Source: an optimization exercise on an open RTL-to-GDS flow (aim: small area, a short achievable clock period and few clock cycles per item). Production flows keep margins and buffers that such runs may drop. Function was checked by simulation only, so behaviour that the tests miss may differ from the original.

## lane 1
Design m31_ext_mix16, start of the top module:
module m31_ext_mix16 #(
  parameter int T     = 16,
  parameter int TAG_W = 8
) (
  input  logic               clk,
  input  logic               rst_n,
  input  logic               in_valid,
  output logic               in_ready,
  input  logic [T*31-1:0]    in_state,
  input  logic [TAG_W-1:0]   in_tag,
  output logic               out_valid,
  input  logic               out_ready,
  output logic [T*31-1:0]    out_state,
  output logic [TAG_W-1:0]   out_tag
);
  function automatic logic [61:0] csa(input logic [30:0] a, input logic [30:0] b,
                                      input logic [30:0] c);
    logic [30:0] s, m;
    s = a ^ b ^ c;
    m = (a & b) | (a & c) | (b & c);
    csa = {s, m[29:0], m[30]};
  endfunction
  function automatic logic [30:0] colsum(input logic [30:0] x0, input logic [30:0] x1,
                                         input logic [30:0] x2, input logic [30:0] x3);
    logic [61:0] u, v;
    logic [30:0] r;
    logic        z;
    u = csa(x0, x1, x2);
    v = csa(u[61:31], u[30:0], x3);
    z = &(v[61:31] & v[30:0]);
    r = cadd(v[61:31], v[30:0]);
    colsum = z ? 31'd0 : r;
  endfunction
  function automatic logic [30:0] cadd(input logic [30:0] a, input logic [30:0] b);
    logic [30:0] g, t, gg, pp, gn, pn, cin;
    logic c;
    g  = a & b;
    t  = a ^ b;
    gg = g;
    pp = t;
    gn = gg; pn = pp;
    gn[1] = gg[1] | (pp[1] & gg[0]); pn[1] = pp[1] & pp[0];
    gn[3] = gg[3] | (pp[3] & gg[2]); pn[3] = pp[3] & pp[2];
    gn[5] = gg[5] | (pp[5] & gg[4]); pn[5] = pp[5] & pp[4];
    gn[7] = gg[7] | (pp[7] & gg[6]); pn[7] = pp[7] & pp[6];
    gn[9] = gg[9] | (pp[9] & gg[8]); pn[9] = pp[9] & pp[8];
    gn[11] = gg[11] | (pp[11] & gg[10]); pn[11] = pp[11] & pp[10];
    gn[13] = gg[13] | (pp[13] & gg[12]); pn[13] = pp[13] & pp[12];
    gn[15] = gg[15] | (pp[15] & gg[14]); pn[15] = pp[15] & pp[14];
    gn[17] = gg[17] | (pp[17] & gg[16]); pn[17] = pp[17] & pp[16];
    gn[19] = gg[19] | (pp[19] & gg[18]); pn[19] = pp[19] & pp[18];
  ...
Size: ~4700 cells after synthesis, about 1000 I/O pins, roughly 51000 um^2 of cells after synthesis.
clock: 23.0 ns
lec_check: 0
cap_margin: 20
core_margin: 2
core_utilization: 58
cts_buf_list: sky130_fd_sc_hd__clkbuf_8 sky130_fd_sc_hd__clkbuf_16
cts_cluster_diameter: 80
cts_cluster_size: 24
slew_margin: 20
standard.sh (not shown) runs the stock make flow with config.mk's settings and CLKGATE_MAP_FILE= SYNTH_SCRIPT=/design/flow/synth_recipe.tcl, a recipe that flattens the netlist after the stock synthesis.
==> flow/flow/run.sh <==
#!/bin/bash
# Own layout flow: the standard ORFS flow with a few changes, chosen by the
# files beside this script:
#   env.sh      extra environment settings for ORFS (sourced first)
#   abc.script  if present, the ABC script used in place of ORFS's abc_speed.script
#               (the rest of the synthesis is the standard synthesis, unchanged)
set -euo pipefail
W=$(pwd)
F=$W/flow
if [[ -f $F/env.sh ]]; then
  source "$F/env.sh"
fi
if [[ -f $F/abc.script ]]; then
  sed "/source \$::env(SCRIPTS_DIR)\/synth_preamble.tcl/a set abc_args [lreplace \$abc_args 1 1 $F/abc.script]" \
    "$FLOW_HOME/scripts/synth.tcl" > "$W/synth_mod.tcl"
  sed "s|source \$::env(SCRIPTS_DIR)/synth.tcl|source $W/synth_mod.tcl|" \
    "$W/synth_recipe.tcl" > "$W/my_synth.tcl"
  sed "s|SYNTH_SCRIPT=[^ ]*|SYNTH_SCRIPT=$W/my_synth.tcl|" "$W/standard.sh" > "$W/my_standard.sh"
else
  cp "$W/standard.sh" "$W/my_standard.sh"
fi
bash "$W/my_standard.sh" > "$W/flow_make.log" 2>&1
==> flow/flow/env.sh <==
# IO port buffers: the smallest buffer instead of ORFS's default pick
export BUFFER_PORTS_ARGS="-buffer_cell sky130_fd_sc_hd__buf_1"
# repair_timing after CTS and global routing aims for a 9.5 ns period
export SETUP_SLACK_MARGIN=13.5
# keep out_ready and in_ready (joined by one gate) next to each other on the edge
export PRE_IO_PLACEMENT_TCL=$F/io.tcl
==> flow/flow/io.tcl <==
set_io_pin_constraint -group -order -pin_names {out_ready in_ready}
Lane 1 finished every stage and its layout cleared the timing, DRC and antenna checks.
Testbench counts of lane 1, summed over its fixed seeds: cycles 4,808, items 4,800.
[inputs] lane 2 vs lane 1
# lane 1
export LEC_CHECK = 0
export CAP_MARGIN = 20
export CORE_MARGIN = 2
export CORE_UTILIZATION = 58
export CTS_BUF_LIST = sky130_fd_sc_hd__clkbuf_8 sky130_fd_sc_hd__clkbuf_16
export CTS_CLUSTER_DIAMETER = 80
export CTS_CLUSTER_SIZE = 24
export SLEW_MARGIN = 20
create_clock -name core_clock -period 23.0 [get_ports {clk}]
# lane 2
export LEC_CHECK = 0
export CAP_MARGIN = 20
export CORE_MARGIN = 2
export CORE_UTILIZATION = 68
export SLEW_MARGIN = 20
create_clock -name core_clock -period 23.0 [get_ports {clk}]
-- flow/flow/env.sh --
<<< lane 1, line 3
# repair_timing after CTS and global routing aims for a 9.5 ns period
export SETUP_SLACK_MARGIN=13.5
>>> lane 2, line 3
# repair_timing after CTS and global routing aims for a 9.2 ns period
export SETUP_SLACK_MARGIN=13.8
The sole clean run among lane 1 and lane 2 is lane 1.
Lane 2 did not finish; the tool stopped in I/O pin placement with error PPL-0024.
Min site row count across lane 1 and lane 2: lane 2
As far as net count after synthesis goes, lane 1 and lane 2 are indistinguishable; the numbers are identical.
Lane 2: die boundary height lower than lane 1
Lane 1 -> lane 2: xor and xnor fraction of the mapped netlist area delta 0, exact match
From lane 1 to lane 2, compound-gate portion of the synthesized area did not move at all.
Diff lane 2..lane 1 | post-synthesis instance total | unchanged
Share of flip-flops with an asynchronous set or reset came out exactly the same in lane 1 and lane 2.
Re starting density of the core: lane 2 is 11 points up on lane 1.
For lane 3, these inputs were changed with respect to lane 2:
# lane 2
export LEC_CHECK = 0
export CAP_MARGIN = 20
export CORE_MARGIN = 2
export CORE_UTILIZATION = 68
export SLEW_MARGIN = 20
create_clock -name core_clock -period 23.0 [get_ports {clk}]
# lane 3
export LEC_CHECK = 0
export CAP_MARGIN = 20
export CORE_MARGIN = 2
export CORE_UTILIZATION = 55
export SLEW_MARGIN = 20
create_clock -name core_clock -period 23.0 [get_ports {clk}]
-- flow/flow/env.sh --
<<< lane 2, line 3
# repair_timing after CTS and global routing aims for a 9.2 ns period
export SETUP_SLACK_MARGIN=13.8
>>> lane 3, line 3
# repair_timing after CTS and global routing aims for a 9.5 ns period
export SETUP_SLACK_MARGIN=13.5
--- outcome ---
- What ended lane 2 was a tool error in I/O pin placement; the run never finished.
- Lane 3 was carried through to the last stage, and its layout satisfied the timing, DRC and antenna checks.
- Per the comparison of lane 3 with lane 2, arithmetic-cell share of the synthesized area counting full adders, half adders and majority gates saw little to no change; post-synthesis register bit count saw little to no change.
- Diff lane 2 -> lane 3: floorplan die height moved up; average footprint of a synthesized cell level.
- The count of flip-flops with a built-in enable after synthesis was comparable across lane 2 and lane 3.
- Against lane 2, lane 3 comes in 12% higher on number of core rows.
- Comparing lane 2 against lane 3, there is no change at all in area after synthesis.
- Starting density of the core is lower on lane 3
- Going from lane 2 to lane 3, count of mapped cells out of synthesis did not really move, die boundary width went up.

static timing again, ports no longer ideal:
No port has a modelled driver above. Below, the same layouts with a new extraction and two added sets of constraints.
Step 1, drivers: a clkbuf_16 drives clk and a buf_2 each remaining input, both assumed.
Step 2 adds t to the input delays and takes it off the output delays; t is the mean of the earliest and latest rising clock arrival at the registers after step 1. Input paths then give back, and output paths get back, about the clock's delay inside the block.
a / b / c = ideal / step 1 / step 2; a / b = the first two.
run	t, ns	setup slack, ns	worst setup path after step 2	worst slew at a driven data input, ns	cell pins on the clock port's net
lane 1	0.708	13.453 / 13.410 / 13.410	input to output	0.18	1
lane 3	0.728	13.424 / 13.341 / 13.401	input to output	0.30	1
After both steps every run listed still meets setup and hold. For lane 1, which loses most, drivers alone change the setup slack by -0.043 ns; drivers and shift together by -0.043 ns.
